This is an optimization exercise on Yosys and OpenROAD, whose aim is small area, a short achievable clock period and few clock cycles, not a production implementation. RTL that was checked went through simulation tests only; none was proved equivalent to the original. Only the layout flow was run in runs 1 to 5; the RTL was not checked for function there. Power is estimated from default activity; no workload was simulated.

==> flow/design.v <==
package axiPkg;
  typedef logic [31:0] addr_t;
  typedef logic [31:0] data_t;
  typedef logic [3:0]  strb_t;
  typedef logic [7:0]  id_t;
  typedef logic [7:0]  len_t;
  typedef logic [2:0]  prot_t;
  localparam int unsigned BeatBytes = 4;
  localparam int unsigned AddrReqBits = 32 + 8 + 8 + 2 + 3;
  localparam int unsigned WBeatBits   = 32 + 4;
  localparam int unsigned RBeatBits   = 32 + 2 + 8 + 1;
  localparam int unsigned BRspBits    = 2 + 8;
  typedef enum logic [1:0] {
    FIXED = 2'd0,
    INCR  = 2'd1
  } burst_e;
  typedef enum logic [1:0] {
    OKAY   = 2'd0,
    SLVERR = 2'd2,
    DECERR = 2'd3
  } resp_e;
  typedef struct packed {
    addr_t  addr;
    id_t    id;
    len_t   len;
    burst_e burst;
    prot_t  prot;
  } addrReq_t;
  typedef struct packed {
    data_t data;
    strb_t strb;
  } wBeat_t;
  typedef struct packed {
    data_t data;
    resp_e resp;
    id_t   id;
    logic  last;
  } rBeat_t;
  typedef struct packed {
    resp_e resp;
    id_t   id;
  } bRsp_t;
endpackage
package apbPkg;
  typedef enum logic [1:0] {
    IDLE   = 2'd0,
    SETUP  = 2'd1,
    ACCESS = 2'd2
  } apbState_e;
  typedef struct packed {
    logic [31:0]   paddr;
    logic [31:0]   pwdata;
    logic [3:0]    pstrb;
    logic [2:0]    pprot;
    logic          pwrite;
  } apbReq_t;
endpackage
module syncFifo #(
  parameter int unsigned Width = 8,
  parameter int unsigned Depth = 4
) (
  input  logic             pclk,
  input  logic             preset_n,
  input  logic [Width-1:0] inData,
  input  logic             inValid,
  output logic             inReady,
  output logic [Width-1:0] outData,
  output logic             outValid,
  input  logic             outReady
);
  localparam int unsigned PtrBits = (Depth > 1) ? $clog2(Depth) : 1;
  localparam int unsigned CntBits = $clog2(Depth + 1);
  logic [Width-1:0]   mem [Depth];
  logic [PtrBits-1:0] wrPtr;
  logic [PtrBits-1:0] rdPtr;
  logic [CntBits-1:0] count;
  logic               push;
  logic               pop;
  assign inReady  = (count != CntBits'(Depth));
  assign outValid = (count != '0);
  assign outData  = mem[rdPtr];
  assign push     = inValid & inReady;
  assign pop      = outValid & outReady;
  always_ff @(posedge pclk) begin
    if (push) begin
      mem[wrPtr] <= inData;
    end
  end
  always_ff @(posedge pclk or negedge preset_n) begin
    if (!preset_n) begin
      wrPtr <= '0;
      rdPtr <= '0;
      count <= '0;
    end else begin
      if (push) begin
        wrPtr <= (wrPtr == PtrBits'(Depth - 1)) ? '0 : wrPtr + 1'b1;
      end
      if (pop) begin
        rdPtr <= (rdPtr == PtrBits'(Depth - 1)) ? '0 : rdPtr + 1'b1;
      end
      case ({push, pop})
        2'b10:   count <= count + 1'b1;
        2'b01:   count <= count - 1'b1;
        default: count <= count;
      endcase
    end
  end
endmodule
module readPath #(
  parameter int unsigned FifoDepth = 4
) (
  input  logic             pclk,
  input  logic             preset_n,
  input  axiPkg::addrReq_t arReq,
  input  logic             arValid,
  output logic             arReady,
  output axiPkg::rBeat_t   rBeat,
  output logic             rValid,
  input  logic             rReady,
  output axiPkg::addrReq_t rdCmd,
  output logic             rdCmdValid,
  input  logic             rdCmdReady,
  input  axiPkg::rBeat_t   rdBeat,
  input  logic             rdBeatValid,
  output logic             rdBeatReady
);
  syncFifo #(
    .Width(axiPkg::AddrReqBits),
    .Depth(FifoDepth)
  ) arFifo_i (
    .pclk    (pclk),
    .preset_n(preset_n),
    .inData  (arReq),
    .inValid (arValid),
    .inReady (arReady),
    .outData (rdCmd),
    .outValid(rdCmdValid),
    .outReady(rdCmdReady)
  );
  syncFifo #(
    .Width(axiPkg::RBeatBits),
    .Depth(FifoDepth)
  ) rFifo_i (
    .pclk    (pclk),
    .preset_n(preset_n),
    .inData  (rdBeat),
    .inValid (rdBeatValid),
    .inReady (rdBeatReady),
    .outData (rBeat),
    .outValid(rValid),
    .outReady(rReady)
  );
endmodule
module writePath #(
  parameter int unsigned FifoDepth = 4
) (
  input  logic             pclk,
  input  logic             preset_n,
  input  axiPkg::addrReq_t awReq,
  input  logic             awValid,
  output logic             awReady,
  input  axiPkg::wBeat_t   wBeat,
  input  logic             wValid,
  output logic             wReady,
  output axiPkg::bRsp_t    bRsp,
  output logic             bValid,
  input  logic             bReady,
  output axiPkg::addrReq_t wrCmd,
  output logic             wrCmdValid,
  input  logic             wrCmdReady,
  output axiPkg::wBeat_t   wrData,
  output logic             wrDataValid,
  input  logic             wrDataReady,
  input  axiPkg::bRsp_t    wrRsp,
  input  logic             wrRspValid,
  output logic             wrRspReady
);
  syncFifo #(
    .Width(axiPkg::AddrReqBits),
    .Depth(FifoDepth)
  ) awFifo_i (
    .pclk    (pclk),
    .preset_n(preset_n),
    .inData  (awReq),
    .inValid (awValid),
    .inReady (awReady),
    .outData (wrCmd),
    .outValid(wrCmdValid),
    .outReady(wrCmdReady)
  );
  syncFifo #(
    .Width(axiPkg::WBeatBits),
    .Depth(FifoDepth)
  ) wFifo_i (
    .pclk    (pclk),
    .preset_n(preset_n),
    .inData  (wBeat),
    .inValid (wValid),
    .inReady (wReady),
    .outData (wrData),
    .outValid(wrDataValid),
    .outReady(wrDataReady)
  );
  syncFifo #(
    .Width(axiPkg::BRspBits),
    .Depth(FifoDepth)
  ) bFifo_i (
    .pclk    (pclk),
    .preset_n(preset_n),
    .inData  (wrRsp),
    .inValid (wrRspValid),
    .inReady (wrRspReady),
    .outData (bRsp),
    .outValid(bValid),
    .outReady(bReady)
  );
endmodule
module apbSequencer #(
  parameter int unsigned NumSlaves = 4,
  parameter int unsigned WinBits   = 12
) (
  input  logic                           pclk,
  input  logic                           preset_n,
  input  axiPkg::addrReq_t               rdCmd,
  input  logic                           rdCmdValid,
  output logic                           rdCmdReady,
  output axiPkg::rBeat_t                 rdBeat,
  output logic                           rdBeatValid,
  input  logic                           rdBeatReady,
  input  axiPkg::addrReq_t               wrCmd,
  input  logic                           wrCmdValid,
  output logic                           wrCmdReady,
  input  axiPkg::wBeat_t                 wrData,
  input  logic                           wrDataValid,
  output logic                           wrDataReady,
  output axiPkg::bRsp_t                  wrRsp,
  output logic                           wrRspValid,
  input  logic                           wrRspReady,
  output apbPkg::apbReq_t                apbReq,
  output logic [NumSlaves-1:0]           psel,
  output logic                           penable,
  input  logic [NumSlaves-1:0]           pready,
  input  logic [NumSlaves-1:0][31:0]   prdata,
  input  logic [NumSlaves-1:0]           pslverr
);
  localparam int unsigned AddrBits = 32;
  localparam int unsigned IdxBits  = AddrBits - WinBits;
  apbPkg::apbState_e    state;
  logic                 active;
  logic                 isWrite;
  logic                 lastWrite;
  logic                 pickWrite;
  axiPkg::addr_t        curAddr;
  axiPkg::len_t         beatCnt;
  axiPkg::resp_e        wrErr;
  axiPkg::addrReq_t     cmd;
  axiPkg::addrReq_t     newCmd;
  logic [IdxBits-1:0]   winIdx;
  logic [NumSlaves-1:0] slvHit;
  logic                 decErr;
  logic                 readySel;
  logic                 errSel;
  axiPkg::data_t        rdataSel;
  axiPkg::resp_e        beatResp;
  axiPkg::resp_e        burstResp;
  logic                 beatGo;
  logic                 beatDone;
  logic                 lastBeat;
  assign pickWrite = wrCmdValid & (~rdCmdValid | ~lastWrite);
  assign newCmd    = pickWrite ? wrCmd : rdCmd;
  assign cmd       = isWrite ? wrCmd : rdCmd;
  assign winIdx = curAddr[AddrBits-1:WinBits];
  always_comb begin
    for (int k = 0; k < NumSlaves; k++) begin
      slvHit[k] = (winIdx == IdxBits'(k));
    end
  end
  assign decErr   = ~|slvHit;
  assign readySel = |(pready & slvHit);
  assign errSel   = |(pslverr & slvHit);
  always_comb begin
    rdataSel = '0;
    for (int k = 0; k < NumSlaves; k++) begin
      if (slvHit[k]) begin
        rdataSel = prdata[k];
      end
    end
  end
  always_comb begin
    if (decErr) begin
      beatResp = axiPkg::DECERR;
    end else if (errSel) begin
      beatResp = axiPkg::SLVERR;
    end else begin
      beatResp = axiPkg::OKAY;
    end
  end
  assign burstResp = (beatResp > wrErr) ? beatResp : wrErr;
  assign lastBeat = (beatCnt == cmd.len);
  assign beatGo   = isWrite ? (wrDataValid & (wrRspReady | (beatCnt != '0))) : rdBeatReady;
  assign beatDone = (state == apbPkg::ACCESS) & (decErr | readySel);
  always_ff @(posedge pclk or negedge preset_n) begin
    if (!preset_n) begin
      state     <= apbPkg::IDLE;
      active    <= 1'b0;
      isWrite   <= 1'b0;
      lastWrite <= 1'b1;
      curAddr   <= '0;
      beatCnt   <= '0;
      wrErr     <= axiPkg::OKAY;
    end else begin
      case (state)
        apbPkg::IDLE: begin
          if (!active) begin
            if (rdCmdValid | wrCmdValid) begin
              active    <= 1'b1;
              isWrite   <= pickWrite;
              lastWrite <= pickWrite;
              curAddr   <= newCmd.addr;
              beatCnt   <= '0;
              wrErr     <= axiPkg::OKAY;
            end
          end else if (beatGo) begin
            state <= apbPkg::SETUP;
          end
        end
        apbPkg::SETUP: begin
          state <= apbPkg::ACCESS;
        end
        apbPkg::ACCESS: begin
          if (beatDone) begin
            state <= apbPkg::IDLE;
            wrErr <= burstResp;
            if (lastBeat) begin
              active <= 1'b0;
            end else begin
              beatCnt <= beatCnt + 1'b1;
              if (cmd.burst != axiPkg::FIXED) begin
                curAddr <= curAddr + axiPkg::addr_t'(axiPkg::BeatBytes);
              end
            end
          end
        end
        default: begin
          state <= apbPkg::IDLE;
        end
      endcase
    end
  end
  assign psel    = (state == apbPkg::IDLE) ? '0 : slvHit;
  assign penable = (state == apbPkg::ACCESS);
  always_comb begin
    apbReq.paddr  = curAddr;
    apbReq.pwdata = isWrite ? wrData.data : '0;
    apbReq.pstrb  = isWrite ? wrData.strb : '0;
    apbReq.pprot  = cmd.prot;
    apbReq.pwrite = isWrite;
  end
  assign rdBeatValid = beatDone & ~isWrite;
  assign rdCmdReady  = beatDone & ~isWrite & lastBeat;
  assign wrDataReady = beatDone & isWrite;
  assign wrCmdReady  = beatDone & isWrite & lastBeat;
  assign wrRspValid  = beatDone & isWrite & lastBeat;
  always_comb begin
    rdBeat.data = rdataSel;
    rdBeat.resp = beatResp;
    rdBeat.id   = rdCmd.id;
    rdBeat.last = lastBeat;
    wrRsp.resp  = burstResp;
    wrRsp.id    = wrCmd.id;
  end
endmodule
module axiApbBridge #(
  parameter int unsigned NumSlaves = 4,
  parameter int unsigned WinBits   = 12,
  parameter int unsigned FifoDepth = 4
) (
  input  logic                           pclk,
  input  logic                           preset_n,
  input  axiPkg::addrReq_t               arReq,
  input  logic                           arValid,
  output logic                           arReady,
  input  axiPkg::addrReq_t               awReq,
  input  logic                           awValid,
  output logic                           awReady,
  input  axiPkg::wBeat_t                 wBeat,
  input  logic                           wValid,
  output logic                           wReady,
  output axiPkg::rBeat_t                 rBeat,
  output logic                           rValid,
  input  logic                           rReady,
  output axiPkg::bRsp_t                  bRsp,
  output logic                           bValid,
  input  logic                           bReady,
  output apbPkg::apbReq_t                apbReq,
  output logic [NumSlaves-1:0]           psel,
  output logic                           penable,
  input  logic [NumSlaves-1:0]           pready,
  input  logic [NumSlaves-1:0][31:0]   prdata,
  input  logic [NumSlaves-1:0]           pslverr
);
  axiPkg::addrReq_t rdCmd;
  logic             rdCmdValid;
  logic             rdCmdReady;
  axiPkg::rBeat_t   rdBeat;
  logic             rdBeatValid;
  logic             rdBeatReady;
  axiPkg::addrReq_t wrCmd;
  logic             wrCmdValid;
  logic             wrCmdReady;
  axiPkg::wBeat_t   wrData;
  logic             wrDataValid;
  logic             wrDataReady;
  axiPkg::bRsp_t    wrRsp;
  logic             wrRspValid;
  logic             wrRspReady;
  readPath #(.FifoDepth(FifoDepth)) readPath_i (
    .pclk, .preset_n,
    .arReq, .arValid, .arReady,
    .rBeat, .rValid, .rReady,
    .rdCmd, .rdCmdValid, .rdCmdReady,
    .rdBeat, .rdBeatValid, .rdBeatReady
  );
  writePath #(.FifoDepth(FifoDepth)) writePath_i (
    .pclk, .preset_n,
    .awReq, .awValid, .awReady,
    .wBeat, .wValid, .wReady,
    .bRsp, .bValid, .bReady,
    .wrCmd, .wrCmdValid, .wrCmdReady,
    .wrData, .wrDataValid, .wrDataReady,
    .wrRsp, .wrRspValid, .wrRspReady
  );
  apbSequencer #(
    .NumSlaves(NumSlaves),
    .WinBits  (WinBits)
  ) apbSequencer_i (
    .pclk, .preset_n,
    .rdCmd, .rdCmdValid, .rdCmdReady,
    .rdBeat, .rdBeatValid, .rdBeatReady,
    .wrCmd, .wrCmdValid, .wrCmdReady,
    .wrData, .wrDataValid, .wrDataReady,
    .wrRsp, .wrRspValid, .wrRspReady,
    .apbReq, .psel, .penable,
    .pready, .prdata, .pslverr
  );
endmodule
module axiApbBridgeTop (
  input  logic         pclk,
  input  logic         preset_n,
  input  logic [31:0]  ar_addr,
  input  logic [7:0]   ar_id,
  input  logic [7:0]   ar_len,
  input  logic [1:0]   ar_burst,
  input  logic [2:0]   ar_prot,
  input  logic         ar_valid,
  output logic         ar_ready,
  input  logic [31:0]  aw_addr,
  input  logic [7:0]   aw_id,
  input  logic [7:0]   aw_len,
  input  logic [1:0]   aw_burst,
  input  logic [2:0]   aw_prot,
  input  logic         aw_valid,
  output logic         aw_ready,
  input  logic [31:0]  w_data,
  input  logic [3:0]   w_strb,
  input  logic         w_valid,
  output logic         w_ready,
  output logic [31:0]  r_data,
  output logic [1:0]   r_resp,
  output logic [7:0]   r_id,
  output logic         r_last,
  output logic         r_valid,
  input  logic         r_ready,
  output logic [1:0]   b_resp,
  output logic [7:0]   b_id,
  output logic         b_valid,
  input  logic         b_ready,
  output logic [31:0]  paddr,
  output logic [31:0]  pwdata,
  output logic [3:0]   pstrb,
  output logic [2:0]   pprot,
  output logic         pwrite,
  output logic [3:0]   psel,
  output logic         penable,
  input  logic [3:0]   pready,
  input  logic [127:0] prdata,
  input  logic [3:0]   pslverr
);
  logic        act;        
  logic        wr;         
  logic        acc;        
  logic [11:2] curAddr;    
  logic [3:0]  oh;         
  logic        upZero;     
  logic        upOnes;     
  logic [7:0]  left;       
  logic        last;       
  logic [1:0]  wrErr;      
  logic        rv;         
  logic        rl;
  logic [31:0] rd;
  logic [1:0]  rr;
  logic        bv;
  logic [3:0]  hit;
  logic        dec;
  logic        fixed;
  logic        done;
  logic        decDone;
  logic        fin;
  logic        setup;
  logic [1:0]  beatResp;
  logic        rdAvail;
  logic        wrAvail;
  logic        free;
  logic        start;
  logic        pickW;
  logic [31:0] rdSel;
  logic [3:0]  sWA;
  logic [3:0]  sA;
  logic [3:0]  sW;
  logic [3:0]  sR;
  logic        actN;
  logic        wrN;
  logic        accN;
  logic        rvN;
  assign hit = oh & {4{upZero}};
  assign dec = ~upZero;
  assign done    = acc & |(pready & oh);
  assign decDone = act & dec & (wr ? w_valid : ~rv);
  assign fin     = done | decDone;
  assign setup   = act & ~acc & ~dec & (wr ? w_valid : (~rv | r_ready));
  assign beatResp = dec ? 2'd3 : (|(pslverr & hit) ? 2'd2 : 2'd0);
  assign rdAvail = ar_valid & ~(act & ~wr) & ~(rv & rl);
  assign wrAvail = aw_valid & ~(act & wr) & ~bv;
  assign free    = ~act | (fin & last);
  assign start   = free & (rdAvail | wrAvail);
  assign pickW   = wrAvail & (~rdAvail | ~wr);
  assign fixed   = wr ? (aw_burst == 2'd0) : (ar_burst == 2'd0);
  always_comb begin
    rdSel = '0;
    for (int k = 0; k < 4; k++) begin
      rdSel = rdSel | (prdata[32*k +: 32] & {32{hit[k] & ~rv}});
    end
  end
  assign upOnes = wr ? (&aw_addr[31:14]) : (&ar_addr[31:14]);
  always_comb begin
    actN = start | (act & ~(fin & last));
    wrN  = start ? pickW : wr;
    accN = acc ? ~done : setup;
    rvN  = (fin & ~wr) | (rv & ~r_ready);
  end
  always_ff @(posedge pclk or negedge preset_n) begin
    if (!preset_n) begin
      act <= 1'b0;
      wr  <= 1'b1;
      acc <= 1'b0;
      rv  <= 1'b0;
      bv  <= 1'b0;
    end else begin
      act <= actN;
      wr  <= wrN;
      acc <= accN;
      rv  <= rvN;
      if (fin & wr & last) begin
        bv <= 1'b1;
      end else if (b_ready) begin
        bv <= 1'b0;
      end
    end
  end
  always_ff @(posedge pclk) begin
    if (start) begin
      curAddr <= pickW ? aw_addr[11:2] : ar_addr[11:2];
      for (int k = 0; k < 4; k++) begin
        oh[k] <= pickW ? (aw_addr[13:12] == 2'(k)) : (ar_addr[13:12] == 2'(k));
      end
      upZero  <= pickW ? (aw_addr[31:14] == '0) : (ar_addr[31:14] == '0);
      left    <= pickW ? aw_len : ar_len;
      last    <= pickW ? (aw_len == '0) : (ar_len == '0);
    end else if (fin) begin
      left <= left - 8'd1;
      last <= (left == 8'd1);
      if (!fixed) begin
        curAddr <= curAddr + 10'd1;
        if (&curAddr) begin
          oh <= {oh[2:0], oh[3]};
          if (oh[3]) begin
            upZero <= upOnes;
          end
        end
      end
    end
    if (start & pickW) begin
      wrErr <= 2'd0;
    end else if (fin & wr) begin
      wrErr <= wrErr | beatResp;
    end
    rd <= rdSel | (rd & {32{rv}});
    if (!rv) begin
      rr <= beatResp;
      rl <= last;
    end
  end
  assign sA = oh & {4{acc | (act & upZero & ~wr & ~rv)}};
  assign sW = oh & {4{act & ~acc & upZero & wr}};
  assign sR = oh & {4{act & ~acc & upZero & ~wr & rv}};
  pselGate pselGate_i (
    .sA    (sA),
    .sW    (sW),
    .sR    (sR),
    .wValid(w_valid),
    .rReady(r_ready),
    .psel  (psel)
  );
  assign penable = acc;
  assign paddr   = {18'd0, oh[3] | oh[2], oh[3] | oh[1], curAddr, wr ? aw_addr[1:0] : ar_addr[1:0]};
  assign pwrite  = wr;
  assign pprot   = wr ? aw_prot : ar_prot;
  assign pwdata  = w_data;
  assign pstrb   = w_strb & {4{wr}};
  assign sWA     = oh & {4{acc & wr}};
  wReadyGate wReadyGate_i (
    .pready(pready),
    .sWA   (sWA),
    .dW    (act & dec & wr),
    .wReady(w_ready)
  );
  assign r_valid  = rv;
  assign r_data   = rd;
  assign r_resp   = rr;
  assign r_last   = rl;
  assign r_id     = ar_id;
  assign ar_ready = rv & rl & r_ready;
  assign b_valid  = bv;
  assign b_resp   = wrErr;
  assign b_id     = aw_id;
  assign aw_ready = bv & b_ready;
endmodule
module pselGate (
  input  logic [3:0] sA,       
  input  logic [3:0] sW,       
  input  logic [3:0] sR,       
  input  logic       wValid,
  input  logic       rReady,
  output logic [3:0] psel
);
  assign psel = sA | (sW & {4{wValid}}) | (sR & {4{rReady}});
endmodule
module wReadyGate (
  input  logic [3:0] pready,
  input  logic [3:0] sWA,      
  input  logic       dW,       
  output logic       wReady
);
  assign wReady = |(pready & sWA) | dW;
endmodule
==> flow/flow/run.sh <==
#!/bin/bash
# Standard layout; port buffers of the smallest plain buffer; smaller clock tree.
export BUFFER_PORTS_ARGS="-buffer_cell sky130_fd_sc_hd__buf_1"
export CTS_ARGS="-sink_clustering_enable -repair_clock_nets -dont_use_dummy_load -buf_list sky130_fd_sc_hd__clkbuf_8 -sink_clustering_size 40 -sink_clustering_max_diameter 150"
bash standard.sh > standard.log 2>&1
==> flow/standard.sh <==
#!/bin/bash
# synth_recipe.tcl (not shown) runs the flow's synth.tcl, then flattens the netlist and writes it again
# the make line also repeats each setting of config.mk as NAME=value (left out here)
make -C /OpenROAD-flow-scripts/flow DESIGN_CONFIG=/design/flow/config.mk WORK_HOME=/design/flow/orfs CLKGATE_MAP_FILE= SYNTH_SCRIPT=/design/flow/synth_recipe.tcl "${@:-finish}"
==> flow/config.mk <==
export PLATFORM = sky130hd
export DESIGN_NAME = axiApbBridgeTop
export DESIGN_NICKNAME = axiApbBridgeTop
export VERILOG_FILES = /design/flow/design.v
export SDC_FILE = /design/flow/constraint.sdc
export NUM_CORES = 4
export LEC_CHECK = 0
export CAP_MARGIN = 20
export CORE_AREA = 2.5 2.5 142.5 142.5
export DIE_AREA = 0 0 145 145
export PLACE_DENSITY = 0.6
export SETUP_SLACK_MARGIN = 2.4
export SLEW_MARGIN = 20
export SYNTH_HIERARCHICAL = 1
export SYNTH_MINIMUM_KEEP_SIZE = 0
==> flow/constraint.sdc <==
create_clock -name core_clock -period 5.0 [get_ports {pclk}]
set_input_delay 1.0000 -clock core_clock [delete_from_list [all_inputs] [get_ports {pclk}]]
set_output_delay 1.0000 -clock core_clock [all_outputs]
set_load 0.01 [all_outputs]
==> results of run 1 <==
[sequential cells by signal, indices dropped and copies added, names as in the netlist]
register and cells:
rd 32, curAddr 10, left 8, oh 4
rr 2, wrErr 2, acc 1, act 1
bv 1, last 1, rl 1, rv 1
upZero 1, wr 1
[what timing repair did]
| action | 4_1_cts | 5_1_grt |
|---|---|---|
| cloned | 2 | 0 |
| resized for setup | 22 | 8 |
| hold endpoints to repair | 0 | 0 |
| setup buffers | 11 | 0 |
| endpoints found under the setup margin | 64 | 41 |
| pin swaps | 6 | 2 |
| hold buffers | 0 | 0 |
[per-layer routing]
metal  vias to the layer above  track usage [%]
met3                        24             3.90
met5                         -                0
met2                       237             28.0
li1                       2309                -
met1                      2305             20.7
met4                         2             4.81
[cell usage after synthesis, drive strengths merged (8+ instances only)]
library cell   n  area [µm²]
and3          13        81.3
and2          13        81.3
a222oi        16         160
a22oi         52         390
dfxtp         34         681
nand3         28         140
nor4          17         106
nand2b         9        63.8
nand2         49         186
nor2          12        45.0
mux2i         42         420
clkbuf        20        75.1
buf           77         573
xnor2          8        70.1
mux2          10         113
edfxtp        27         811
[cell families (layout without fill, tap and decap cells)]
family	after synthesis	after routing	synth area share, %
AO/OA/AOI/OAI	96	97	16.3
XOR/XNOR	14	14	2.66
adder cells (fa/ha/maj)	3	3	0.815
buffers and inverters	104	339	14.6
flip-flops	66	66	35.1
multiplexers	52	52	11.6
other	1	18	0.0814
AND/OR/NAND/NOR	166	166	18.8
[path summary, 6_finish.rpt]
| path | to | slack (ns) | startpoint |
|---|---|---|---|
| min | wrErr[1]$_SDFFE_PP0N_ | 0.49 | wrErr[1]$_SDFFE_PP0N_ |
| max | psel[1] | 2.19 | wr$_DFFE_PN1N_ |
| max reg2reg | oh[3]$_DFFE_PP_ | 2.54 | wr$_DFFE_PN1N_ |
| min reg2reg | wrErr[1]$_SDFFE_PP0N_ | 0.49 | wrErr[1]$_SDFFE_PP0N_ |
| max in group asynchronous | wr$_DFFE_PN1N_ | 4.22 | preset_n |
| min in group asynchronous | bv$_DFFE_PN0P_ | 0.50 | preset_n |
[worst max-delay path, stage by stage (launching register included)]
cell,delay [ns]
dfstp_4,0.66
nand2b_4,0.15
nor3_4,0.04
and2_4,0.14
a221o_1,0.32
buf_2,0.15
[Yosys stat by module, one instance, submodules excluded]
module | flops+latches | copies in the design | cells inside
axiApbBridgeTop | 66 | 1 | 495
pselGate | 0 | 1 | 4
wReadyGate | 0 | 1 | 3
[power groups by stage]
stage | sequential, mW | combinational (mW) | clock, mW
floorplan | 1.20 | 1.09 | 0
global placement | 1.20 | 1.59 | 0
detailed placement | 1.20 | 1.62 | 0
CTS | 1.17 | 1.84 | 0.366
global route | 1.22 | 2.02 | 0.382
finish | 1.18 | 1.84 | 0.354
[area by class of cell]
| class | count | area [µm²] |
|---|---|---|
| Timing Repair Buffer | 323 | 1350 |
| Fill cell | 2084 | 13400 |
| Inverter | 7 | 26.3 |
| Sequential cell | 66 | 1630 |
| Tap cell | 265 | 332 |
| Clock buffer | 9 | 124 |
| Multi-Input combinational cell | 350 | 2470 |
==> summary.txt, run 1 <==
status=complete, no violations; sw frac=44.5%; remaining antenna violation count=0; worst hold margin=0.486 ns; final WL=~18 mm; Final Max Tran Viols=0; CTS buffer count=9; fin crit period=about 2.8 ns; worst clock skew=around 0.018 ns; vias per cell=4.78; Design Area, Final=roughly 5900 µm²; logic gate share of total power=between 50 and 60%; Metal-1 WL=7.54 mm; Chip Width=roughly 150 µm; IO Port Bufs=305; clk buf depth=2; post-route setup slack=about 2.2 ns; commonest non-fill, non-tap cell in the layout=buf_1; post-DP HPWL=around 14 mm; Sink Count=66; asr flop ratio synth=around 7.6%; Die Y=145 µm; number of global-route vias before repair=around 4,700; clock share of power=between 10% and 20%; CTS root buffer=clkbuf_8; maximum achievable frequency=around 360 MHz; Area Growth Syn to Fin=28.7%; largest net degree at the start of global routing=33; gr usage total=between 15 and 20%; R2R depth=7; setup violators final=0; Worst Path Max Fanout=5; Detailed Route Iter0 Violations=292; floorplan core area=approximately 19,000 µm²; GPL Wtd Cong=~0.9; Placed Cells incl. Taps=roughly 1,000; H-tree levels=3; num rows=~50; Ports=420; Lkg Pwr=~2.3 nW; register area share after synthesis=35.1%; total power=roughly 3.4 mW; worst IR drop on VDD=0.211 mV; WHS Path Cells=2; Post-Route Setup TNS=0 ns; most frequent cells in the layout=299 x buf_1, 52 x a22oi_1, 45 x nand2_1, 42 x mux2i_1, 34 x dfxtp_1; max layer used=met5; Synth Flop Type=dfxtp_1; Post-Synthesis Cells=502; CP Data Arrival Time=around 1.8 ns; P per Cell Area=569 nW/µm²; Placed Area=5560 µm²; CTS tree=built; Ant. Diodes=0; Hold Crit Class=register to register; final design utilization=30.7%; Yosys cell types=51; Routed met3 length=approximately 1.2 mm; worst path required time=4.00 ns; post-DR wirelength/cell=17.6 µm; drt first pass iters=5; # Max-Cap Violations=0; Starting Density=a little under a quarter; Skew-Pair Late Insertion Delay=0.35 ns; Post-synth EDFFs=27; vias post-DR=4,877; global-route wire length before repair=26.9 mm; Worst-path clk slew=~0.07 ns; DRC violations left=0; internal power=around 1.9 mW; crit path kind=register to primary output; met2 WL=between 8 and 9 mm; layout cell share with drive strength beyond 1=7.81%; Slew headroom=about three fifths; Final Hold Viols=0; Slew @ Worst Pin=around 0.60 ns; FF+latch count, synth=66; yosys warns=7; mapped cell area=4600 µm²; syn avg cell area=slightly above 9 µm²; unrepaired setup endpoints after global routing=yes; Tcrit/Tclk final=about 56%; initial antenna violation count=1; # nets final=around 1,000; Crit. End Element=primary output; dpl ws=between 1.5 and 2 ns; P_sw=around 1.5 mW; sequential share of power=about a third; GRT overflow=0; Critical Path Start Type=register; die area=approximately 21,000 µm²; Final Non-Filler Cells=about 1,000
==> run 2, diff against run 1 <==
--- a/flow/config.mk
+++ b/flow/config.mk
@@ -11,3 +11,3 @@
 export PLACE_DENSITY = 0.6
-export SETUP_SLACK_MARGIN = 2.4
+export SETUP_SLACK_MARGIN = 2.2
 export SLEW_MARGIN = 20
==> summary.txt, run 2 <==
status=complete, no violations; biggest regs=rd x32, curAddr x10, left x8; initial antenna violation count=1; Post-Synthesis Cells=about 500; r2r setup slk=2.35 ns; hold_buf cts=0; remaining antenna violation count=0; Slew headroom=50.5%; unrepaired setup endpoints after global routing=yes; syn avg cell area=~9 µm²; Reg with most FFs=rd; Chip Width=145 µm; H-tree levels=3; max reg flops=32; register area share after synthesis=between 30% and 40%; layout cell share with drive strength beyond 1=just over 7%; met2 WL=8.87 mm; Slew @ Worst Pin=around 0.74 ns; most frequent cells in the layout=300 x buf_1, 52 x a22oi_1, 48 x nand2_1, 42 x mux2i_1, 34 x dfxtp_1; final WL=17.9 mm; worst r2r src=wr$_DFFE_PN1N_; GRT overflow=0; yosys warns=7; worst path required time=~4.0 ns; Routed met3 length=about 1.2 mm; top cells by count, synth=67 x buf_4, 52 x a22oi_1, 48 x nand2_1; post-DR wirelength/cell=17.6 µm; Sink Count=66; P per Cell Area=around 560 nW/µm²; # nets final=approximately 1,000; Area Growth Syn to Fin=28.2%; # Max-Cap Violations=0; worst clock skew=0.0285 ns; mapped cell area=4600 µm²; DRC violations left=0; hold path start=wrErr[1]$_SDFFE_PP0N_; vias post-DR=just under 5,000; total power=roughly 3.3 mW; worst IR drop on VDD=between 0.15 and 0.2 mV; Synth Flop Type=dfxtp_1; Post-synth EDFFs=27; Worst-path clk slew=0.08 ns; Yosys cell types=51; floorplan core area=about 19,000 µm²; CTS tree=built; WHS Path Cells=2; post-DP HPWL=14.0 mm; Critical Path Start Type=register; drt first pass iters=5; Detailed Route Iter0 Violations=341; Ant. Diodes=0; number of global-route vias before repair=4,688; FF+latch count, synth=66; Tcrit/Tclk final=a little under three fifths; post-synth top area share=17.6%; commonest non-fill, non-tap cell in the layout=buf_1; Metal-1 WL=7.41 mm; Hold Crit Class=register to register; Final Max Tran Viols=0; maximum achievable frequency=347 MHz; Starting Density=about a quarter; crit path kind=register to primary output; Worst Path Max Fanout=4; largest net degree at the start of global routing=33; num rows=just over 50; worst r2r dst=curAddr[3]$_DFFE_PP_; main area contributors after synthesis=edfxtp_1 18%, dfxtp_1 15%, buf_4 11%; global-route wire length before repair=26.5 mm; GPL Wtd Cong=~0.85; clk buf depth=2; Die Y=about 150 µm; CTS root buffer=clkbuf_8; max layer used=met5; CP Data Arrival Time=roughly 1.9 ns; largest area contributor in the netlist=edfxtp_1; setup violators final=0; Ports=between 400 and 500; IO Port Bufs=just over 300; die area=21,000 µm²; Skew-Pair Late Insertion Delay=between 0.3 and 0.4 ns; fin crit period=2.88 ns; Crit. End Element=primary output; Post-Route Setup TNS=0 ns; vias per cell=between 4 and 5; Lkg Pwr=between 2 and 2.5 nW; R2R depth=6; asr flop ratio synth=between 7 and 8%; gr usage total=16.4%; Final Hold Viols=0; CTS buffer count=9; most frequent cell after synthesis=buf_4; WHS Endpoint=wrErr[1]$_SDFFE_PP0N_
run 2: changes by cell type in the layout (fill, tap and decap cells not counted), moves of 2 or more:
| cell | change |
|---|---|
| buf_2 | -2 |
| nand2_2 | -2 |
| nand2_1 | +3 |
| buf_4 | +2 |
run 2: kinds of logic after synthesis:
logic type	share of synthesized area, %
other	0.0814
AOI/OAI and AO/OA	16.3
DFF	35.1
and+or+nand+nor	18.8
buffers and inverters	14.6
adders and majority gates	0.815
muxes	11.6
xor gates and xnor gates	2.66
run 2: final cells by class:
cell class              instances  area (µm²)
multi-input cells             349        2430
clock buffers                   9         124
fillers                      2119       13400
flip-flops and latches         66        1630
inverters                       7        26.3
well taps                     265         332
repair buffers                325        1360
run 2: worst max-delay path by stage:
stage | from | depth (start not counted) | endpoint
2_1_floorplan | pready[3] | 8 | curAddr[10]$_DFFE_PP_
6_report | upZero$_DFFE_PP_ | 5 | psel[3]
5_1_grt | upZero$_DFFE_PP_ | 5 | psel[3]
3_5_place_dp | w_valid | 7 | oh[3]$_DFFE_PP_
3_3_place_gp | w_valid | 7 | curAddr[3]$_DFFE_PP_
4_1_cts | wr$_DFFE_PN1N_ | 5 | psel[2]
run 2: report_power, final:
part	switching [mW]	internal, mW	leakage [nW]
Clock	0.193	0.160	0.0647
Combinational	1.04	0.769	1.60
Sequential	0.239	0.931	0.604
run 2: per-layer routing:
layer  up-vias  global-route usage [%]
li1       2308                       -
met1      2306                    20.5
met2       246                    27.1
met3        28                    4.43
met4         2                    5.97
met5         -                       0
run 2: through the flow:
| stage | instances | cell area (µm²) | hold WS, ns | util, % | setup WS (ns) |
|---|---|---|---|---|---|
| 3_5_place_dp | 998 | 5560 | 0.465 | 28.7 | 1.54 |
| 3_3_place_gp | 998 | 5560 | 0.470 | 28.7 | 1.62 |
| 5_1_grt | 1021 | 5900 | 0.482 | 30.5 | 2.07 |
| 2_1_floorplan | 519 | 4670 | 0.485 | - | 2.34 |
| 6_report | 1021 | 5900 | 0.484 | 30.5 | 2.12 |
| 4_1_cts | 1018 | 5830 | 0.480 | 30.2 | 2.12 |
run 2: modules after synthesis (local to each module, per instance):
| module | flops+latches | cells | area (µm²) | copies in the design |
|---|---|---|---|---|
| axiApbBridgeTop | 66 | 495 | 4550 | 1 |
| pselGate | 0 | 4 | 40.0 | 1 |
| wReadyGate | 0 | 3 | 18.8 | 1 |
run 2: worst max-delay path: stages, from the launching register on:
cell and delay [ns]:
edfxtp_1 0.47, nand2_1 0.23, nor3b_2 0.10, and2_1 0.19
a221o_1 0.38, clkbuf_2 0.15
run 2: what timing repair did:
| item | in CTS | in global routing |
|---|---|---|
| pin swaps | 3 | 7 |
| cloned | 1 | 0 |
| buffers inserted | 10 | 3 |
| resized for setup | 11 | 15 |
| setup endpoints to repair | 50 | 11 |
==> run 3, diff against run 2 <==
--- a/flow/design.v
+++ b/flow/design.v
@@ -554,3 +554,3 @@
       act <= 1'b0;
-      wr  <= 1'b1;
+      wr     <= 1'b0;
       acc <= 1'b0;
--- a/flow/config.mk
+++ b/flow/config.mk
@@ -11,3 +11,3 @@
 export PLACE_DENSITY = 0.6
-export SETUP_SLACK_MARGIN = 2.2
+export SETUP_SLACK_MARGIN = 2.4
 export SLEW_MARGIN = 20
==> summary.txt, run 3 <==
Hold Crit Class=register to register; vias post-DR=4,974; global-route wire length before repair=27.4 mm; post-synth top area share=17.6%; layout cell share with drive strength beyond 1=slightly above 9%; Post-synth EDFFs=27; DRC violations left=0; yosys warns=7; CP Data Arrival Time=~1.7 ns; internal power=approximately 2.0 mW; Critical path origin=upZero$_DFFE_PP_; unrepaired setup endpoints after global routing=yes; R2R depth=7; CTS tree=built; worst r2r dst=oh[1]$_DFFE_PP_; drt first pass iters=7; Yosys cell types=50; final WL=18.6 mm; post-DP HPWL=~14 mm; GPL Wtd Cong=about 0.93; Synth Flop Type=dfxtp_1; Crit. End Element=primary output; Sink Count=66; CTS buffer count=9; Worst-path clk slew=about 0.080 ns; Die Y=145 µm; Slew headroom=between 50% and 60%; critical-path cell list=nand2_2, nor3b_4, and2_1, a221o_1, clkbuf_2; GRT overflow=0; mapped cell area=4600 µm²; crit path to=psel[0]; die area=around 21,000 µm²; Final Max Tran Viols=0; FF+latch count, synth=66; family with the most delay on the worst path=flip-flops; post-DR wirelength/cell=between 15 and 20 µm; Post-Synthesis Cells=502; H-tree levels=3; largest area contributor in the netlist=edfxtp_1; Area Growth Syn to Fin=32.0%; IO Port Bufs=305; clk buf depth=2; biggest regs=rd x32, curAddr x10, left x8; worst hold margin=0.481 ns; slowest stage delay, CP=between 0.5 and 0.6 ns; syn avg cell area=between 9 and 10 µm²; register area share after synthesis=approximately a third; setup violators final=0; Worst Path Max Fanout=6; worst IR drop on VDD=approximately 0.17 mV; CTS root buffer=clkbuf_8; remaining antenna violation count=0; most frequent cell after synthesis=buf_4; Final Hold Viols=0; Ports=420; Post-Route Setup TNS=0 ns; Critical Path Start Type=register; Detailed Route Iter0 Violations=a little under 300; commonest non-fill, non-tap cell in the layout=buf_1; Slew @ Worst Pin=a little over 0.6 ns; r2r setup slk=between 2 and 3 ns; gr usage total=between 10% and 20%; main area contributors after synthesis=edfxtp_1 18%, dfxtp_1 15%, buf_4 11%; # nets final=roughly 1,100; Starting Density=23.8%; max reg flops=32; asr flop ratio synth=7.58%; CP Depth=5; vias per cell=approximately 4.8; P_sw=1.52 mW; largest net degree at the start of global routing=33; initial antenna violation count=1; status=complete, no violations; Reg with most FFs=rd; Tcrit/Tclk final=54.7%; Chip Width=145 µm; critical path's slowest cell=edfxtp_1; sequential share of power=approximately 33%; logic gate share of total power=56.4%; maximum achievable frequency=around 370 MHz; P per Cell Area=577 nW/µm²; worst r2r src=oh[0]$_DFFE_PP_; Design Area, Final=6080 µm²; top cells by count, synth=67 x buf_4, 52 x a22oi_1, 48 x nand2_1; CP Buf/Inv Count=1; num rows=between 50 and 60; # Max-Cap Violations=0; worst clock skew=a little over 0.03 ns; clock share of power=10.2%; Placed Area=roughly 5600 µm²; fin crit period=approximately 2.7 ns; hold_buf cts=0; number of global-route vias before repair=about 4,800; crit path kind=register to primary output; Skew-Pair Late Insertion Delay=0.36 ns; most frequent cells in the layout=295 x buf_1, 52 x a22oi_1, 45 x nand2_1, 42 x mux2i_1, 34 x dfxtp_1; Lkg Pwr=2.38 nW; WHS Path Cells=2; sw frac=a little over two fifths; floorplan core area=19,300 µm²; worst path required time=about 4 ns
[run 3: cell count changes in the layout (fill, tap and decap cells not counted), moves of 3 or more]
cell     previous run  this run
buf_12              1         4
buf_2               0         3
buf_6               3         6
nand2_1            48        45
buf_1             300       295
buf_4              16        20
[run 3: cells by family after synthesis]
family,count (synthesis),synth area share (%)
other,1,0.0815
AND/OR/NAND/NOR,166,18.8
flip-flops,66,35.1
XOR/XNOR,14,2.66
buffers and inverters,104,14.7
adder cells (fa/ha/maj),3,0.816
AO/OA/AOI/OAI,96,16.3
multiplexers,52,11.6
[run 3: worst min path at each step]
stage,endpoint,startpoint
floorplan,rl$_DFFE_PN_,last$_DFFE_PP_
global placement,rd[2]$_DFF_P_,rd[2]$_DFF_P_
detailed placement,wrErr[0]$_SDFFE_PP0N_,wrErr[0]$_SDFFE_PP0N_
CTS,acc$_DFF_PN0_,preset_n
global route,rv$_DFF_PN0_,preset_n
finish,wrErr[0]$_SDFFE_PP0N_,wrErr[0]$_SDFFE_PP0N_
[run 3: stage by stage]
stage / utilization, % / total power [mW] / setup WS, ns / std cells
detailed placement: 28.8 / 2.83 / 1.57 / 999
global route: 31.4 / 3.76 / 2.19 / 1030
floorplan: - / 2.28 / 2.41 / 519
CTS: 31.0 / 3.48 / 2.23 / 1026
finish: 31.4 / 3.51 / 2.27 / 1031
global placement: 28.8 / 2.80 / 1.66 / 999
[run 3: cell type report]
class	count	area [µm²]
multi-input cells	349	2440
repair buffers	334	1530
flip-flops and latches	66	1620
diodes	1	2.50
clock buffers	9	124
well taps	265	332
fillers	2085	13300
inverters	7	26.3
[run 3: tightest hold or removal path: cells and delay by family (launching register included)]
family	cells	cell delay, ns
DFF	1	0.34
and+or+nand+nor	1	0.07
AOI/OAI and AO/OA	1	0.04
[run 3: power groups by stage]
stage | clock (mW) | sequential, mW | combinational, mW
after global placement | 0 | 1.17 | 1.63
final | 0.359 | 1.17 | 1.98
after detailed placement | 0 | 1.17 | 1.67
after CTS | 0.382 | 1.17 | 1.93
after floorplan | 0 | 1.19 | 1.09
after global routing | 0.398 | 1.21 | 2.15
[run 3: metal layers]
metal / GRT usage [%] / vias to the layer above / wire length, µm
met1: 20.5 / 2338 / 7500
met5: 0 / - / 0
met3: 4.69 / 41 / 1350
met4: 6.94 / 0 / 528
met2: 28.5 / 272 / 9250
li1: - / 2323 / -
[run 3: what timing repair did]
item,CTS,global route
cloned,3,0
pin swaps,7,7
setup endpoints to repair,59,24
endpoints found under the hold margin,0,0
gates resized for setup,23,21
buffers inserted,15,4
[run 3: modules after synthesis (local to each module, per instance)]
module	cells inside	copies in the design
pselGate	4	1
wReadyGate	3	1
axiApbBridgeTop	495	1
==> run 4, diff against run 3 <==
--- a/flow/design.v
+++ b/flow/design.v
@@ -491,3 +491,3 @@
   logic        acc;        
-  logic [11:2] curAddr;    
+  logic [13:2] curAddr;    
   logic [3:0]  oh;         
@@ -503,2 +503,5 @@
   logic        bv;
+  logic        fA;         
+  logic        fW;         
+  logic        fR;         
   logic [3:0]  hit;
@@ -518,5 +521,2 @@
   logic [3:0]  sWA;
-  logic [3:0]  sA;
-  logic [3:0]  sW;
-  logic [3:0]  sR;
   logic        actN;
@@ -525,2 +525,8 @@
   logic        rvN;
+  logic        decN;
+  always_comb begin
+    for (int k = 0; k < 4; k++) begin
+      oh[k] = (curAddr[13:12] == 2'(k));
+    end
+  end
   assign hit = oh & {4{upZero}};
@@ -550,2 +556,9 @@
     rvN  = (fin & ~wr) | (rv & ~r_ready);
+    if (start) begin
+      decN = pickW ? (aw_addr[31:14] != '0) : (ar_addr[31:14] != '0);
+    end else if (fin && !fixed && (&curAddr[13:2])) begin
+      decN = ~upOnes;
+    end else begin
+      decN = dec;
+    end
   end
@@ -558,2 +571,5 @@
       bv  <= 1'b0;
+      fA  <= 1'b0;
+      fW  <= 1'b0;
+      fR  <= 1'b0;
     end else begin
@@ -568,2 +584,5 @@
       end
+      fA  <= accN | (actN & ~decN & ~wrN & ~rvN);
+      fW  <= actN & ~accN & ~decN & wrN;
+      fR  <= actN & ~accN & ~decN & ~wrN & rvN;
     end
@@ -572,6 +591,3 @@
     if (start) begin
-      curAddr <= pickW ? aw_addr[11:2] : ar_addr[11:2];
-      for (int k = 0; k < 4; k++) begin
-        oh[k] <= pickW ? (aw_addr[13:12] == 2'(k)) : (ar_addr[13:12] == 2'(k));
-      end
+      curAddr <= pickW ? aw_addr[13:2] : ar_addr[13:2];
       upZero  <= pickW ? (aw_addr[31:14] == '0) : (ar_addr[31:14] == '0);
@@ -583,8 +599,5 @@
       if (!fixed) begin
-        curAddr <= curAddr + 10'd1;
+        curAddr <= curAddr + 12'd1;
         if (&curAddr) begin
-          oh <= {oh[2:0], oh[3]};
-          if (oh[3]) begin
-            upZero <= upOnes;
-          end
+          upZero <= upOnes;
         end
@@ -603,9 +616,7 @@
   end
-  assign sA = oh & {4{acc | (act & upZero & ~wr & ~rv)}};
-  assign sW = oh & {4{act & ~acc & upZero & wr}};
-  assign sR = oh & {4{act & ~acc & upZero & ~wr & rv}};
   pselGate pselGate_i (
-    .sA    (sA),
-    .sW    (sW),
-    .sR    (sR),
+    .oh    (oh),
+    .fA    (fA),
+    .fW    (fW),
+    .fR    (fR),
     .wValid(w_valid),
@@ -615,3 +626,3 @@
   assign penable = acc;
-  assign paddr   = {18'd0, oh[3] | oh[2], oh[3] | oh[1], curAddr, wr ? aw_addr[1:0] : ar_addr[1:0]};
+  assign paddr   = {18'd0, curAddr, wr ? aw_addr[1:0] : ar_addr[1:0]};
   assign pwrite  = wr;
@@ -639,5 +650,6 @@
 module pselGate (
-  input  logic [3:0] sA,       
-  input  logic [3:0] sW,       
-  input  logic [3:0] sR,       
+  input  logic [3:0] oh,       
+  input  logic       fA,       
+  input  logic       fW,       
+  input  logic       fR,       
   input  logic       wValid,
@@ -646,3 +658,3 @@
 );
-  assign psel = sA | (sW & {4{wValid}}) | (sR & {4{rReady}});
+  assign psel = oh & {4{fA | (fW & wValid) | (fR & rReady)}};
 endmodule
--- a/flow/config.mk
+++ b/flow/config.mk
@@ -11,3 +11,3 @@
 export PLACE_DENSITY = 0.6
-export SETUP_SLACK_MARGIN = 2.4
+export SETUP_SLACK_MARGIN = 2.3
 export SLEW_MARGIN = 20
==> summary.txt, run 4 <==
status=complete, no violations; Sink Count=between 60 and 70; biggest regs=rd x32, curAddr x12, left x8; slowest stage delay, CP=0.29 ns; vias per cell=4.63; asr flop ratio synth=a little under an eighth; yosys warns=7; CTS tree=built; post-DR wirelength/cell=approximately 16 µm; CTS buffer count=9; post-synth top area share=between 15 and 20%; Die Y=145 µm; syn avg cell area=about 9.0 µm²; floorplan core area=about 19,000 µm²; Detailed Route Iter0 Violations=~230; FF+latch count, synth=67; crit path kind=primary input to primary output; P per Cell Area=about 520 nW/µm²; Chip Width=around 150 µm; Tcrit/Tclk final=54.8%; largest area contributor in the netlist=edfxtp_1; die area=around 21,000 µm²; hold path start=wrErr[0]$_SDFFE_PP0P_; CP Buf/Inv Count=3; final WL=around 17 mm; family with the most delay on the worst path=buffers and inverters; fin crit period=between 2 and 3 ns; unrepaired setup endpoints after global routing=yes; mapped cell area=approximately 4600 µm²; critical path's slowest cell=a221oi_4; Yosys cell types=57; commonest non-fill, non-tap cell in the layout=buf_1; setup violators final=0; Area Growth Syn to Fin=27.0%; Lkg Pwr=approximately 2.2 nW; Worst-path clk slew=0.07 ns; Post-Route Setup TNS=0 ns; # nets final=1,052; layout cell share with drive strength beyond 1=8.27%; critical-path cell list=buf_8, a221oi_4, buf_12, nor2b_1, buf_2; Hold Crit Class=register to register; number of global-route vias before repair=4,600; CTS root buffer=clkbuf_8; Critical path origin=w_valid; Slew @ Worst Pin=0.521 ns; largest net degree at the start of global routing=34; Final Hold Viols=0; GPL Wtd Cong=slightly above 0.8; Final Max Tran Viols=0; top cells by count, synth=67 x buf_4, 52 x nand2_1, 47 x a22oi_1; IO Port Bufs=just over 300; # Max-Cap Violations=0; Ports=420; H-tree levels=3; vias post-DR=approximately 4,800; total power=3.04 mW; global-route wire length before repair=25.4 mm; maximum achievable frequency=roughly 360 MHz; worst r2r src=rv$_DFF_PN0_; remaining antenna violation count=0; Synth Flop Type=dfxtp_1; worst IR drop on VDD=0.153 mV; CP Data Arrival Time=approximately 1.7 ns; Placed Cells incl. Taps=1,010; Starting Density=about a quarter; initial antenna violation count=0; clk buf depth=2; Critical Path Start Type=primary input; worst clock skew=approximately 0.014 ns; Reg with most FFs=rd; DRC violations left=0; num rows=51; Ant. Diodes=0; drt first pass iters=7; gr usage total=between 10% and 20%; Post-Synthesis Cells=approximately 510; most frequent cells in the layout=299 x buf_1, 51 x nand2_1, 47 x a22oi_1, 34 x dfxtp_1, 32 x nor2_1; register area share after synthesis=about 35%; most frequent cell after synthesis=buf_4; Worst Path Max Fanout=4; Slew headroom=65.0%; post-DP HPWL=~14 mm; Crit. End Element=primary output; GRT overflow=0; Post-synth EDFFs=25; worst path required time=around 4.0 ns; max reg flops=32; Final Non-Filler Cells=around 1,000; Skew-Pair Late Insertion Delay=0.36 ns; main area contributors after synthesis=edfxtp_1 16%, dfxtp_1 15%, buf_4 11%; final-layout fill cell count=~2,100
-- run 4: cell count changes after synthesis, moves of 6 or more --
| cell | previous run | this run |
|---|---|---|
| a21oi_1 | 6 | 17 |
| and2_1 | 13 | 7 |
| and3_1 | 13 | 1 |
| mux2i_1 | 42 | 28 |
| nand3_1 | 28 | 22 |
| nor2_1 | 12 | 35 |
-- run 4: metal layers --
metal  up-vias  part of all wire, %  GRT usage [%]
met4         0                  3.3           6.41
met5         -                    0              0
li1       2317                    -              -
met1      2142                   40           18.3
met2       256                   48           26.0
met3        38                  8.5           4.47
-- run 4: per-stage QoR --
step | hold slack (ns) | util [%] | worst slack, ns | area, µm²
CTS | 0.481 | 30.0 | 2.27 | 5800
finish | 0.479 | 30.2 | 2.26 | 5840
detailed placement | 0.462 | 28.9 | 2.01 | 5580
global placement | 0.451 | 28.8 | 1.78 | 5570
global route | 0.511 | 30.2 | 2.22 | 5840
floorplan | 0.505 | - | 2.56 | 4660
-- run 4: final cells by class --
type	count	area, µm²	area share, %
multi-input combinational	354	2400	41.0
sequential	67	1640	28.0
timing repair buffer	320	1310	22.4
tap	265	332	5.67
clock buffer	9	124	2.12
inverter	12	45.0	0.771
-- run 4: tightest hold or removal path, cell delays in order (launching register included) --
cell and delay [ns]:
dfxtp_1 0.33, a31oi_1 0.05, nor2_1 0.07
-- run 4: cell families after synthesis --
kind of cell             synth area share (%)
buffers and inverters                    14.7
flip-flops                               35.5
AND/OR/NAND/NOR                          19.1
multiplexers                             9.00
XOR/XNOR                                 3.05
AO/OA/AOI/OAI                            17.7
adder cells (fa/ha/maj)                 0.816
other                                  0.0815
-- run 4: path summary, 6_finish.rpt --
path | cells after the start | to | slack (ns)
min reg2reg | 2 | wrErr[0]$_SDFFE_PP0P_ | 0.48
max reg2reg | 7 | rd[23]$_DFF_P_ | 2.58
min in group asynchronous | 1 | bv$_DFFE_PN0P_ | 0.57
max | 5 | psel[2] | 2.26
min | 2 | wrErr[0]$_SDFFE_PP0P_ | 0.48
max in group asynchronous | 1 | wr$_DFF_PN0_ | 4.05
-- run 4: modules after synthesis, one instance, submodules excluded --
module | flops+latches | cells | cell area (µm²) | copies in the design
axiApbBridgeTop | 67 | 501 | 4540 | 1
pselGate | 0 | 5 | 40.0 | 1
wReadyGate | 0 | 3 | 18.8 | 1
-- run 4: what timing repair did --
item,4_1_cts,5_1_grt
endpoints found under the setup margin,21,16
gates cloned,0,0
resized for setup,9,12
pin swaps,1,1
buffers inserted,7,1
hold buffers,0,0
-- run 4: report_power, final --
group / leakage (nW) / switching [mW] / internal (mW) / total, mW
combinational: 1.51 / 0.953 / 0.636 / 1.59
sequential: 0.621 / 0.213 / 0.891 / 1.10
clock: 0.0647 / 0.190 / 0.160 / 0.351
total: 2.20 / 1.36 / 1.69 / 3.04
==> run 5, diff against run 4 <==
--- a/flow/config.mk
+++ b/flow/config.mk
@@ -11,3 +11,3 @@
 export PLACE_DENSITY = 0.6
-export SETUP_SLACK_MARGIN = 2.3
+export SETUP_SLACK_MARGIN = 2.4
 export SLEW_MARGIN = 20
==> summary.txt, run 5 <==
status=complete, no violations; CP Buf/Inv Count=3; clk buf depth=2; IO Port Bufs=just over 300; worst IR drop on VDD=between 0.1 and 0.15 mV; Ports=420; post-DR wirelength/cell=16.3 µm; number of global-route vias before repair=approximately 4,600; largest area contributor in the netlist=edfxtp_1; Chip Width=between 100 and 150 µm; most frequent cell after synthesis=buf_4; Ant. Diodes=0; Yosys cell types=57; WHS Path Cells=2; Critical Path Start Type=primary input; fin crit period=approximately 2.7 ns; GRT overflow=0; Post-synth EDFFs=25; commonest non-fill, non-tap cell in the layout=buf_1; layout cell share with drive strength beyond 1=under 10%; main area contributors after synthesis=edfxtp_1 16%, dfxtp_1 15%, buf_4 11%; WHS Endpoint=wrErr[1]$_SDFFE_PP0P_; register area share after synthesis=roughly 35%; Hold Crit Class=register to register; asr flop ratio synth=11.9%; slowest stage delay, CP=around 0.26 ns; CTS tree=built; worst path required time=4.00 ns; Reg with most FFs=rd; CP Depth=5; Design Area, Final=5860 µm²; Starting Density=a little under a quarter; critical path's slowest cell=a221oi_4; post-synth top area share=between 10% and 20%; # Max-Cap Violations=0; FF+latch count, synth=67; Die Y=roughly 150 µm; gr usage total=15.4%; yosys warns=7; num rows=between 50 and 60; critical-path cell list=buf_4, a221oi_4, buf_12, nor2b_1, buf_2; # nets final=between 1,000 and 1,500; CP Data Arrival Time=around 1.7 ns; syn avg cell area=about 9 µm²; P per Cell Area=around 520 nW/µm²; Lkg Pwr=roughly 2.2 nW; Tcrit/Tclk final=54.8%; initial antenna violation count=0; biggest regs=rd x32, curAddr x12, left x8; post-DP HPWL=between 10 and 15 mm; Skew-Pair Late Insertion Delay=approximately 0.36 ns; Final Max Tran Viols=0; Synth Flop Type=dfxtp_1; Final Hold Viols=0; R2R depth=8; Area Growth Syn to Fin=27.3%; final design utilization=between 30% and 40%; top cells by count, synth=67 x buf_4, 52 x nand2_1, 47 x a22oi_1; worst r2r dst=last$_DFFE_PP_; unrepaired setup endpoints after global routing=yes; maximum achievable frequency=365 MHz; CTS buffer count=9; worst r2r src=curAddr[13]$_DFFE_PP_; Placed Cells incl. Taps=just over 1,000; CTS root buffer=clkbuf_8; global-route wire length before repair=around 25 mm; vias per cell=4.61; Slew @ Worst Pin=between 0.5 and 0.6 ns; hold path start=wrErr[1]$_SDFFE_PP0P_; mapped cell area=approximately 4600 µm²; Crit. End Element=primary output; Worst Path Max Fanout=4; max reg flops=32; family with the most delay on the worst path=buffers and inverters; Detailed Route Iter0 Violations=245; largest net degree at the start of global routing=34; DRC violations left=0; crit path kind=primary input to primary output; Post-Synthesis Cells=509; Placed Area=between 5000 and 6000 µm²; setup violators final=0; remaining antenna violation count=0; r2r setup slk=~2.6 ns; vias post-DR=~4,700; H-tree levels=3; drt first pass iters=5; Worst-path clk slew=around 0.080 ns; Slew headroom=about two thirds; final WL=~17 mm; die area=21,000 µm²; floorplan core area=between 15,000 and 20,000 µm²; Final Non-Filler Cells=approximately 1,000; GPL Wtd Cong=slightly above 0.8; worst clock skew=0.0152 ns; Sink Count=67; Post-Route Setup TNS=0 ns; most frequent cells in the layout=299 x buf_1, 50 x nand2_1, 47 x a22oi_1, 34 x dfxtp_1, 32 x nor2_1
## run 5: cell counts after synthesis
Identical to the previous run, type by type.
## run 5: how the worst max path moves through the flow
| stage | startpoint | endpoint | slack (ns) |
|---|---|---|---|
| finish | r_ready | psel[2] | 2.26 |
| global route | curAddr[13]$_DFFE_PP_ | w_ready | 2.22 |
| CTS | w_valid | psel[2] | 2.27 |
| detailed placement | pready[1] | curAddr[2]$_DFFE_PP_ | 2.01 |
| global placement | pready[1] | curAddr[10]$_DFFE_PP_ | 1.78 |
| floorplan | pready[0] | curAddr[8]$_DFFE_PP_ | 2.56 |
## run 5: per-layer routing
metal	vias to the layer above	global-route usage, %	part of all wire (%)
li1	2322	-	-
met1	2124	18.3	39
met3	36	4.47	9.0
met2	256	26.0	49
met5	-	0	0
met4	0	6.41	3.1
## run 5: cell families after synthesis
logic type | after synthesis | share of synthesized area, %
simple gates | 174 | 19.1
compound gates | 105 | 17.7
buf+inv | 105 | 14.7
flops | 67 | 35.5
mux | 38 | 9.00
xor+xnor | 16 | 3.05
fa+ha+maj | 3 | 0.816
other cells | 1 | 0.0815
## run 5: final cells by class
type	instances	area, µm²
timing repair buffer	320	1310
clock buffer	9	124
fill	2125	13500
multi-input combinational	354	2410
sequential	67	1640
tap	265	332
inverter	12	45.0
## run 5: timing repair
item                                    in CTS  in global routing
gates resized for setup                      9                 15
hold buffers                                 0                  0
pin swaps                                    1                  1
endpoints found under the setup margin      45                 31
buffers inserted                             7                  1
## run 5: Yosys stat by module (local to each module, per instance)
module | flip-flops and latches | cell area [µm²] | cells inside | times used
axiApbBridgeTop | 67 | 4540 | 501 | 1
pselGate | 0 | 40.0 | 5 | 1
wReadyGate | 0 | 18.8 | 3 | 1
## run 5: where the power goes
part / internal (mW) / switching (mW) / leakage, nW / total (mW)
clock network: 0.160 / 0.192 / 0.0647 / 0.352
logic: 0.640 / 0.954 / 1.52 / 1.59
registers: 0.890 / 0.213 / 0.621 / 1.10
## run 5: through the flow
stage          power (mW)  setup slack, ns  hold WS (ns)
5_1_grt              3.32             2.22         0.511
3_5_place_dp         2.63             2.01         0.462
6_report             3.05             2.26         0.478
3_3_place_gp         2.60             1.78         0.451
2_1_floorplan        2.13             2.56         0.505
4_1_cts              3.06             2.27         0.481
## run 5: worst register-to-register path, stage by stage (launching register included)
cell and delay [ns]:
edfxtp_1 0.51, buf_4 0.21, mux2i_2 0.30, a2bb2oi_2 0.28, a31oi_2 0.17, and2_2 0.33, buf_8 0.21, a31oi_1 0.15
a21oi_1 0.06
==> run 6, diff against run 5 <==
--- a/flow/design.v
+++ b/flow/design.v
@@ -491,3 +491,3 @@
   logic        acc;        
-  logic [13:2] curAddr;    
+  logic [11:2] curAddr;    
   logic [3:0]  oh;         
@@ -506,2 +506,4 @@
   logic        fR;         
+  logic        fWA;        
+  logic        fDW;        
   logic [3:0]  hit;
@@ -526,7 +528,2 @@
   logic        decN;
-  always_comb begin
-    for (int k = 0; k < 4; k++) begin
-      oh[k] = (curAddr[13:12] == 2'(k));
-    end
-  end
   assign hit = oh & {4{upZero}};
@@ -558,3 +555,3 @@
       decN = pickW ? (aw_addr[31:14] != '0) : (ar_addr[31:14] != '0);
-    end else if (fin && !fixed && (&curAddr[13:2])) begin
+    end else if (fin && !fixed && oh[3] && (&curAddr[11:2])) begin
       decN = ~upOnes;
@@ -574,2 +571,4 @@
       fR  <= 1'b0;
+      fWA <= 1'b0;
+      fDW <= 1'b0;
     end else begin
@@ -587,2 +586,4 @@
       fR  <= actN & ~accN & ~decN & ~wrN & rvN;
+      fWA <= accN & wrN;
+      fDW <= actN & decN & wrN;
     end
@@ -591,3 +592,6 @@
     if (start) begin
-      curAddr <= pickW ? aw_addr[13:2] : ar_addr[13:2];
+      curAddr <= pickW ? aw_addr[11:2] : ar_addr[11:2];
+      for (int k = 0; k < 4; k++) begin
+        oh[k] <= pickW ? (aw_addr[13:12] == 2'(k)) : (ar_addr[13:12] == 2'(k));
+      end
       upZero  <= pickW ? (aw_addr[31:14] == '0) : (ar_addr[31:14] == '0);
@@ -599,5 +603,8 @@
       if (!fixed) begin
-        curAddr <= curAddr + 12'd1;
+        curAddr <= curAddr + 10'd1;
         if (&curAddr) begin
-          upZero <= upOnes;
+          oh <= {oh[2:0], oh[3]};
+          if (oh[3]) begin
+            upZero <= upOnes;
+          end
         end
@@ -626,3 +633,3 @@
   assign penable = acc;
-  assign paddr   = {18'd0, curAddr, wr ? aw_addr[1:0] : ar_addr[1:0]};
+  assign paddr   = {18'd0, oh[3] | oh[2], oh[3] | oh[1], curAddr, wr ? aw_addr[1:0] : ar_addr[1:0]};
   assign pwrite  = wr;
@@ -631,3 +638,3 @@
   assign pstrb   = w_strb & {4{wr}};
-  assign sWA     = oh & {4{acc & wr}};
+  assign sWA     = oh & {4{fWA}};
   wReadyGate wReadyGate_i (
@@ -635,3 +642,3 @@
     .sWA   (sWA),
-    .dW    (act & dec & wr),
+    .dW    (fDW),
     .wReady(w_ready)
==> flow/flow/run.sh (replaced) <==
#!/bin/bash
# Standard layout; port buffers of the smallest plain buffer; smaller clock tree;
# the pins of each same-cycle input-to-output path placed side by side.
export BUFFER_PORTS_ARGS="-buffer_cell sky130_fd_sc_hd__buf_1"
export CTS_ARGS="-sink_clustering_enable -repair_clock_nets -dont_use_dummy_load -buf_list sky130_fd_sc_hd__clkbuf_8 -sink_clustering_size 40 -sink_clustering_max_diameter 150"
export PLACE_PINS_ARGS="-group_pins {w_valid r_ready pready[0] pready[1] pready[2] pready[3] psel[0] psel[1] psel[2] psel[3] w_ready} -group_pins {ar_ready aw_ready b_ready} -group_pins {pprot[0] pprot[1] pprot[2] ar_prot[0] ar_prot[1] ar_prot[2] aw_prot[0] aw_prot[1] aw_prot[2] paddr[0] paddr[1] ar_addr[0] ar_addr[1] aw_addr[0] aw_addr[1]} -group_pins {pstrb[0] pstrb[1] pstrb[2] pstrb[3] w_strb[0] w_strb[1] w_strb[2] w_strb[3]}"
bash standard.sh > standard.log 2>&1
==> summary.txt, run 6 <==
layout cell share with drive strength beyond 1=6.53%; post-route setup slack=approximately 2.3 ns; Slew @ Worst Pin=about 0.64 ns; setup violators final=0; post-synth top area share=between 10% and 20%; commonest non-fill, non-tap cell in the layout=buf_1; most frequent cell after synthesis=buf_4; unrepaired setup endpoints after global routing=yes; vias post-DR=about 5,000; die area=roughly 21,000 µm²; GPL Wtd Cong=0.835; # nets final=approximately 1,100; GRT overflow=0; worst path required time=4.00 ns; area of the multi-input gates=around 2300 µm²; Final Non-Filler Cells=1,033; post-DR wirelength/cell=approximately 17 µm; Area Growth Syn to Fin=25.8%; fin crit period=around 2.7 ns; Die Y=145 µm; vias per cell=between 4 and 5; Final Hold Viols=0; mapped cell area=around 4600 µm²; Yosys cell types=53; main area contributors after synthesis=edfxtp_1 17%, dfxtp_1 15%, buf_4 11%; Post-Synthesis Cells=between 500 and 600; num rows=51; Sink Count=a little over 70; Post-synth EDFFs=27; FF+latch count, synth=71; biggest regs=rd x32, curAddr x10, left x8; Chip Width=between 100 and 150 µm; Post-Route Setup TNS=0 ns; Skew-Pair Late Insertion Delay=approximately 0.36 ns; drt first pass iters=8; maximum achievable frequency=377 MHz; Synth Flop Type=dfxtp_1; final WL=17.8 mm; Worst Path Max Fanout=4; CTS root buffer=clkbuf_8; Reg area=1750 µm²; remaining antenna violation count=0; asr flop ratio synth=between 10% and 20%; crit path kind=primary input to primary output; Starting Density=between 20% and 30%; CTS tree=built; Crit. End Element=primary output; Final Max Tran Viols=0; largest area contributor in the netlist=edfxtp_1; worst clock skew=between 0.02 and 0.03 ns; largest net degree at the start of global routing=33; status=complete, no violations; dpl ws=approximately 2.0 ns; final design utilization=30.3%; floorplan core area=about 19,000 µm²; critical path's slowest cell=a221oi_4; critical-path cell list=buf_8, a221oi_4, nor2b_1, buf_2; hold_buf cts=0; Reg with most FFs=rd; Ports=420; Placed Cells incl. Taps=a little over 1,000; clk buf depth=2; syn avg cell area=around 8.9 µm²; CTS buffer count=9; DRC violations left=0; P per Cell Area=about 560 nW/µm²; CP Data Arrival Time=1.65 ns; Lkg Pwr=2.09 nW; register area share after synthesis=37.5%; Worst-path clk slew=around 0.05 ns; top cells by count, synth=68 x buf_4, 63 x nand2_1, 44 x a22oi_1; Critical Path Start Type=primary input; H-tree levels=3; final-layout fill cell count=2,147; yosys warns=7; Slew headroom=between 50% and 60%; worst hold margin=about 0.48 ns; global-route wire length before repair=between 20 and 30 mm; Tcrit/Tclk final=53.1%; initial antenna violation count=3; Detailed Route Iter0 Violations=around 290; Hold Crit Class=register to register; # Max-Cap Violations=0; max reg flops=32; post-DP HPWL=14.6 mm; worst IR drop on VDD=~0.21 mV; gr usage total=between 10% and 20%; IO Port Bufs=~310; most frequent cells in the layout=301 x buf_1, 62 x nand2_1, 44 x a22oi_1, 34 x dfxtp_1, 27 x edfxtp_1; number of global-route vias before repair=4,691; slowest stage delay, CP=around 0.33 ns
-- run 6: changes by cell type in the layout (fill, tap and decap cells not counted), moves of 8 or more --
| cell | change |
|---|---|
| and3_1 | +8 |
| nand2_1 | +12 |
| nor2_1 | -11 |
| mux2i_1 | -10 |
| o21ai_0 | +9 |
-- run 6: layer usage --
metal	global-route usage [%]	up-vias	share of wire (%)
li1	-	2350	-
met1	20.3	2222	41
met2	25.9	302	45
met3	5.97	34	10
met4	6.89	2	3.4
met5	0	-	0.073
-- run 6: timing repair --
item / 4_1_cts / 5_1_grt
buffers inserted: 1 / 3
endpoints found under the setup margin: 43 / 32
gates cloned: 0 / 0
resized for setup: 12 / 7
pin swaps: 2 / 1
-- run 6: cell type report --
type | instances | share of cell area (%)
Clock buffer | 9 | 2.12
Sequential cell | 71 | 29.9
Tap cell | 265 | 5.67
Antenna cell | 2 | 0.0855
Multi-Input combinational cell | 360 | 40.1
Timing Repair Buffer | 317 | 21.6
Inverter | 9 | 0.577
-- run 6: logic make-up (layout without fill, tap and decap cells) --
logic type | after synthesis | after routing | synth area share, %
other | 1 | 20 | 0.0807
adders and majority gates | 3 | 3 | 0.807
DFF | 71 | 71 | 37.5
AOI/OAI and AO/OA | 120 | 120 | 19.7
xor gates and xnor gates | 14 | 14 | 2.64
buffers and inverters | 106 | 335 | 14.4
muxes | 23 | 23 | 5.09
and+or+nand+nor | 182 | 182 | 19.8
-- run 6: Yosys stat by module, one instance, submodules excluded --
module	cell area [µm²]	cells	flops+latches	copies in the design
wReadyGate	18.8	3	0	1
pselGate	40.0	5	0	1
axiApbBridgeTop	4590	512	71	1
-- run 6: final timing paths --
| check | from | to | slack (ns) | cells past startpoint |
|---|---|---|---|---|
| worst max-delay path | w_valid | psel[3] | 2.35 | 4 |
| worst min-delay path | rd[9]$_DFF_P_ | rd[9]$_DFF_P_ | 0.48 | 2 |
| worst max register to register | oh[0]$_DFFE_PP_ | left[6]$_DFFE_PP_ | 2.55 | 7 |
| worst min register to register | rd[9]$_DFF_P_ | rd[9]$_DFF_P_ | 0.48 | 2 |
| max in group asynchronous | preset_n | wr$_DFF_PN0_ | 3.90 | 1 |
| min in group asynchronous | preset_n | fA$_DFF_PN0_ | 0.63 | 1 |
-- run 6: worst max-delay path: cells and delay by family --
kind	cells	cell delay, ns
AOI/OAI and AO/OA	1	0.33
buffers and inverters	2	0.24
and+or+nand+nor	1	0.08
-- run 6: power breakdown --
part | internal (mW) | switching, mW
clock network | 0.161 | 0.203
logic | 0.650 | 1.01
registers | 0.988 | 0.278
-- run 6: through the flow --
| stage | cell area (µm²) | power [mW] |
|---|---|---|
| floorplan | 4720 | 2.33 |
| global placement | 5630 | 2.89 |
| detailed placement | 5630 | 2.91 |
| CTS | 5800 | 3.31 |
| global route | 5850 | 3.56 |
| finish | 5850 | 3.29 |
Testbench counts of run 6, summed over its fixed seeds: cycles 10,238.

Setup slack of run 6, layout unchanged: 2.346 ns with ideal ports, 2.299 ns with driving cells assumed (clock clkbuf_16, inputs buf_2), 2.142 ns with port delays also shifted by the 0.378 ns mid clock arrival.
